Context: an optimization exercise on an open-source flow, tuned for small area. The choices shown serve that exercise and are no tape-out recipe. At most, simulation tests tie the RTL to the original design; equivalence was not proved. Power figures rest on the tool's default switching activity, not on a simulated workload.

P:
// miniCalc
module miniCalc
(
    input  wire       Clk,
    input  wire       rst,
    input  wire [7:0] switch,
    input  wire       btnPushLow,
    input  wire       btnPushHi,
    input  wire       btnExecute,
    input  wire       btnOutputHi,
    output wire [7:0] led,
    output wire [6:0] disp3,
    output wire [6:0] disp2,
    output wire [6:0] disp1,
    output wire [6:0] disp0
);
Settings: LEC_CHECK=0, ABC_AREA=1, CAP_MARGIN=20, CORE_MARGIN=2, CORE_UTILIZATION=75, CTS_BUF_LIST=sky130_fd_sc_hd__clkbuf_16, CTS_CLUSTER_DIAMETER=70, CTS_CLUSTER_SIZE=28, PLACE_DENSITY=0.85, SLEW_MARGIN=20; clock period 24.0 ns.
standard.sh (not shown) runs the stock make flow with config.mk's settings and CLKGATE_MAP_FILE= SYNTH_SCRIPT=/design/flow/synth_recipe.tcl, a recipe that flattens the netlist after the stock synthesis.
==> flow/flow/run.sh <==
#!/bin/bash
# Own layout flow: the standard ORFS flow with an area-oriented
# combinational mapping in synthesis (my_synth.tcl, area.abc) and the
# smallest buffer on the ports. Each tool's output goes to a log file here.
set -euo pipefail
W=$(pwd)
F=$W/flow
ORFS=(-C "$FLOW_HOME" DESIGN_CONFIG="$FLOW_CONFIG" WORK_HOME="$W/orfs" CLKGATE_MAP_FILE= SYNTH_SCRIPT="$F/my_synth.tcl")

MY_ABC_SCRIPT="$F/area.abc" make "${ORFS[@]}" synth > "$W/synth.log" 2>&1
make "${ORFS[@]}" BUFFER_PORTS_ARGS="-buffer_cell sky130_fd_sc_hd__buf_1" CTS_ARGS="-sink_clustering_enable -repair_clock_nets -sink_clustering_size 10 -sink_clustering_max_diameter 40 -buf_list sky130_fd_sc_hd__clkbuf_4 -dont_use_dummy_load" finish > "$W/layout.log" 2>&1

R="$W/orfs/results/$FLOW_PLATFORM/miniCalc/base"
: # left out here: write the final layout as DEF
==> flow/flow/area.abc <==
strash
dch -f
amap
==> flow/flow/my_synth.tcl <==
# The standard flow's synthesis script (ORFS synth.tcl, then flattened and renamed as the
# standard synthesis does), with two changes to the combinational mapping only:
# extract_fa looks for full adders alone (its half adders end up as plain AND
# gates), and abc runs area.abc, an area-oriented mapping, instead of ORFS's
# script. Registers are mapped exactly as in the standard synthesis.
proc synth {args} { yosys synth -nofsm -noshare {*}$args }
proc extract_fa {args} { yosys extract_fa -fa }
proc abc {args} {
  set i [lsearch -exact $args -script]
  if { $i >= 0 } { lset args [expr { $i + 1 }] $::env(MY_ABC_SCRIPT) }
  yosys abc {*}$args
}
source $::env(SCRIPTS_DIR)/synth.tcl
# left out here: clear keep_hierarchy, flatten, clean up, hide names made inside functions, write 1_2_yosys.v
P went all the way through the flow, and no timing, DRC or antenna check failed.
### P -> Q
-- flow/flow/run.sh --
<<< P, line 10
MY_ABC_SCRIPT="$F/area.abc" make "${ORFS[@]}" synth > "$W/synth.log" 2>&1
make "${ORFS[@]}" BUFFER_PORTS_ARGS="-buffer_cell sky130_fd_sc_hd__buf_1" CTS_ARGS="-sink_clustering_enable -repair_clock_nets -sink_clustering_size 10 -sink_clustering_max_diameter 40 -buf_list sky130_fd_sc_hd__clkbuf_4 -dont_use_dummy_load" finish > "$W/layout.log" 2>&1

>>> Q, line 10
MY_ABC_SCRIPT="$F/area.abc" make "${ORFS[@]}" synth > "$W/synth.log" 2>&1
make "${ORFS[@]}" BUFFER_PORTS_ARGS="-buffer_cell sky130_fd_sc_hd__buf_1" CTS_ARGS="-sink_clustering_enable -repair_clock_nets -sink_clustering_size 30 -sink_clustering_max_diameter 70 -buf_list sky130_fd_sc_hd__clkbuf_16 -root_buf sky130_fd_sc_hd__clkbuf_4 -tree_buf sky130_fd_sc_hd__clkbuf_4 -dont_use_dummy_load" finish > "$W/layout.log" 2>&1

Q reports a higher power share of the clock group than P does.
Q against P: max-slew headroom at the worst pin dropped 6.7 points; share of the clock period used by the worst path after layout climbed 0.97 points; met2 usage in global routing climbed 5.5 points.
Reported for P and Q, basic-gate share of the synthesized area counting and, or, nand and nor cells turned out identical to the last digit.
Final design area excluding fillers essentially unchanged between P and Q.
Between P and Q, cell count is higher for P, Q comes in under that.
Setup changes, Q to R
-- flow/flow/run.sh --
<<< Q, line 10
MY_ABC_SCRIPT="$F/area.abc" make "${ORFS[@]}" synth > "$W/synth.log" 2>&1
make "${ORFS[@]}" BUFFER_PORTS_ARGS="-buffer_cell sky130_fd_sc_hd__buf_1" CTS_ARGS="-sink_clustering_enable -repair_clock_nets -sink_clustering_size 30 -sink_clustering_max_diameter 70 -buf_list sky130_fd_sc_hd__clkbuf_16 -root_buf sky130_fd_sc_hd__clkbuf_4 -tree_buf sky130_fd_sc_hd__clkbuf_4 -dont_use_dummy_load" finish > "$W/layout.log" 2>&1

>>> R, line 10
MY_ABC_SCRIPT="$F/area.abc" make "${ORFS[@]}" synth > "$W/synth.log" 2>&1
make "${ORFS[@]}" BUFFER_PORTS_ARGS="-buffer_cell sky130_fd_sc_hd__buf_1" finish > "$W/layout.log" 2>&1

==> comparison <==
- R finished all stages; the layout is clean.
- n[1]$_SDFFE_PP0P_ as the launching instance or port of the critical path was reported by Q, and n[0]$_SDFFE_PP0P_ by R.
- Q → R: routed length on met3 went down, count of placed standard cells in the final layout, fillers left out went up, worst slew margin relative to its limit went down, leakage power summed over all cells went up.
Edits applied to the flow inputs when going from R to S:
-- flow/flow/run.sh --
<<< R, line 10
MY_ABC_SCRIPT="$F/area.abc" make "${ORFS[@]}" synth > "$W/synth.log" 2>&1
make "${ORFS[@]}" BUFFER_PORTS_ARGS="-buffer_cell sky130_fd_sc_hd__buf_1" finish > "$W/layout.log" 2>&1

>>> S, line 10
MY_ABC_SCRIPT="$F/area.abc" make "${ORFS[@]}" synth > "$W/synth.log" 2>&1
make "${ORFS[@]}" BUFFER_PORTS_ARGS="-buffer_cell sky130_fd_sc_hd__buf_1" CTS_ARGS="-sink_clustering_enable -repair_clock_nets -sink_clustering_size 30 -sink_clustering_max_diameter 70 -buf_list sky130_fd_sc_hd__clkbuf_16 -dont_use_dummy_load" finish > "$W/layout.log" 2>&1

## What came out
- Wire length in S is 370 um lower than in R
- Compared with R, S shows first-pass GRT wire length lower by 670 um.
- Diff R and S: measured slew at the worst slew-check pin lower in S
- S against R: final-layout fill cell count increased by about 4.4% relative to the old numbers, total power of the final layout now smaller.

* * *

== run A ==
miniCalc, a different RTL version from the one above (not shown whole).
Size in the first run: about 950 cells after synthesis, roughly 320 flip-flops, about 50 I/O pins, about 11,000 um2 of cells after synthesis.
Settings: LEC_CHECK=0, ABC_AREA=1, CAP_MARGIN=20, CORE_MARGIN=2, CORE_UTILIZATION=75, CTS_BUF_LIST=sky130_fd_sc_hd__clkbuf_8, CTS_CLUSTER_DIAMETER=60, CTS_CLUSTER_SIZE=16, PLACE_DENSITY=0.85, SLEW_MARGIN=20; clock period 24.0 ns.
run.sh (not shown) runs the stock make flow with config.mk's settings and CLKGATE_MAP_FILE= SYNTH_SCRIPT=/design/flow/synth_recipe.tcl, a recipe that flattens the netlist after the stock synthesis.
Stock flow here: none of the scripts above is used.
--- input diff run A..run B ---
# run A
export LEC_CHECK = 0
export ABC_AREA = 1
export CAP_MARGIN = 20
export CORE_MARGIN = 2
export CORE_UTILIZATION = 75
export CTS_BUF_LIST = sky130_fd_sc_hd__clkbuf_8
export CTS_CLUSTER_DIAMETER = 60
export CTS_CLUSTER_SIZE = 16
export PLACE_DENSITY = 0.85
export SLEW_MARGIN = 20
create_clock -name core_clock -period 24.0 [get_ports {Clk}]
# run B
export LEC_CHECK = 0
export ABC_AREA = 1
export CAP_MARGIN = 20
export CORE_MARGIN = 2
export CORE_UTILIZATION = 75
export CTS_BUF_LIST = sky130_fd_sc_hd__clkbuf_16
export CTS_CLUSTER_DIAMETER = 70
export CTS_CLUSTER_SIZE = 28
export PLACE_DENSITY = 0.85
export SLEW_MARGIN = 20
create_clock -name core_clock -period 24.0 [get_ports {Clk}]
[summary]
Number of hold buffers added after cts: run B vs run A identical
Against run A, hold slack in run B came out better.
Run B -> run A: adder and majority gate portion of the synthesized area delta 0, exact match
Summary of run B over run A: sequential logic power has increased, post-route core utilization has increased, maximum achievable frequency has decreased, routed wire length on met3 has increased, initial antenna violation count has decreased.
On combinational power: between run B and run A, it ends up higher for run B.
Re routed wire length: run B and run A aren't equal, and the lower value belongs to run A.
Area of all placed cells without fillers delta (run A -> run B): insignificant
No functional check of the RTL was part of any run of this note.

* * *

== run K ==
miniCalc with an RTL version that a note above also has.
Size: ~900 cells after synthesis, roughly 50 I/O pins, ~10000 um2 of cells after synthesis.
export LEC_CHECK = 0
export ABC_AREA = 1
export CAP_MARGIN = 20
export CORE_MARGIN = 2
export CORE_UTILIZATION = 75
export CTS_BUF_LIST = sky130_fd_sc_hd__clkbuf_16
export CTS_CLUSTER_DIAMETER = 70
export CTS_CLUSTER_SIZE = 28
export PLACE_DENSITY = 0.85
export SLEW_MARGIN = 20
create_clock -name core_clock -period 24.0 [get_ports {Clk}]
Run K closes out successfully: all stages finished, all timing, DRC and antenna checks passed.
## Diff of input files: run H against run K
==> flow/flow/run.sh (new file) <==
#!/bin/bash
# Own layout flow: the standard ORFS flow with an area-oriented
# combinational mapping in synthesis (my_synth.tcl, area.abc) and the
# smallest buffer on the ports. Each tool's output goes to a log file here.
set -euo pipefail
W=$(pwd)
F=$W/flow
ORFS=(-C "$FLOW_HOME" DESIGN_CONFIG="$FLOW_CONFIG" WORK_HOME="$W/orfs" CLKGATE_MAP_FILE= SYNTH_SCRIPT="$F/my_synth.tcl")

MY_ABC_SCRIPT="$F/area.abc" make "${ORFS[@]}" synth > "$W/synth.log" 2>&1
make "${ORFS[@]}" BUFFER_PORTS_ARGS="-buffer_cell sky130_fd_sc_hd__buf_1" CTS_ARGS="-sink_clustering_enable -repair_clock_nets -sink_clustering_size 18 -sink_clustering_max_diameter 60 -buf_list {sky130_fd_sc_hd__clkbuf_8 sky130_fd_sc_hd__clkbuf_16} -dont_use_dummy_load" finish > "$W/layout.log" 2>&1

R="$W/orfs/results/$FLOW_PLATFORM/miniCalc/base"
: # left out here: write the final layout as DEF
==> flow/flow/area.abc (new file) <==
strash
dch -f
amap
==> flow/flow/my_synth.tcl (new file) <==
# The standard flow's synthesis script (ORFS synth.tcl, then flattened and renamed as the
# standard synthesis does), with two changes to the combinational mapping only:
# extract_fa looks for full adders alone (its half adders end up as plain AND
# gates), and abc runs area.abc, an area-oriented mapping, instead of ORFS's
# script. Registers are mapped exactly as in the standard synthesis.
proc synth {args} { yosys synth -nofsm -noshare {*}$args }
proc extract_fa {args} { yosys extract_fa -fa }
proc abc {args} {
  set i [lsearch -exact $args -script]
  if { $i >= 0 } { lset args [expr { $i + 1 }] $::env(MY_ABC_SCRIPT) }
  yosys abc {*}$args
}
source $::env(SCRIPTS_DIR)/synth.tcl
# left out here: clear keep_hierarchy, flatten, clean up, hide names made inside functions, write 1_2_yosys.v
==> flow/standard.sh (new file) <==
#!/bin/bash
# synth_recipe.tcl (not shown) runs the flow's synth.tcl, then flattens the netlist and writes it again
# the make line also repeats each setting of config.mk as NAME=value (left out here)
make -C /OpenROAD-flow-scripts/flow DESIGN_CONFIG=/design/flow/config.mk WORK_HOME=/design/flow/orfs CLKGATE_MAP_FILE= SYNTH_SCRIPT=/design/flow/synth_recipe.tcl "${@:-finish}"
removed: flow/run.sh
--- outcome ---
- Every stage of the flow completed for run H, and the final layout passed the timing, DRC and antenna checks.
- On run H: inserted tap cell count is 4 lower than what run K gave.
- Final-layout clock-cell area share for run H is higher than for run K.
- On power drawn by the sequential cells, the lower figure sits with run H, not run K.

==> re-timing with driven ports <==
The flow's constraints put no driver on any port. The routed layouts listed below were extracted and timed again, unchanged, in two steps. Step 1: set_driving_cell puts a clkbuf_16 on Clk and a buf_2 on each other input, an assumption about the parent block. Step 2 adds t to the input delays and takes it off the output delays; t is the mean of the earliest and latest rising clock arrival at the registers after step 1. Input paths then give back, and output paths get back, about the clock's delay inside the block. a / b / c = ideal ports / drivers / drivers and shift; a / b = the first two.
| run | t, ns | setup slack, ns | worst hold slack (ns) | pins driven straight from the clock port |
|---|---|---|---|---|
| P | 0.615 | 8.849 / 8.849 / 8.849 | 0.304 / 0.304 / 0.304 | 1 |
| Q | 0.653 | 8.615 / 8.615 / 8.615 | 0.298 / 0.298 / 0.298 | 1 |
| R | 0.522 | 8.602 / 8.602 / 8.602 | 0.324 / 0.324 / 0.324 | 1 |
| S | 0.517 | 8.517 / 8.517 / 8.517 | 0.323 / 0.323 / 0.323 | 1 |
| run A | 0.607 | 9.189 / 9.189 / 9.189 | 0.315 / 0.315 / 0.315 | 1 |
| run B | 0.524 | 8.897 / 8.897 / 8.897 | 0.323 / 0.323 / 0.323 | 1 |
| run K | 0.538 | 8.944 / 8.944 / 8.944 | 0.321 / 0.321 / 0.321 | 1 |
| run H | 0.529 | 8.644 / 8.644 / 8.644 | 0.327 / 0.327 / 0.327 | 1 |
After both steps setup and hold are still met in every run listed.
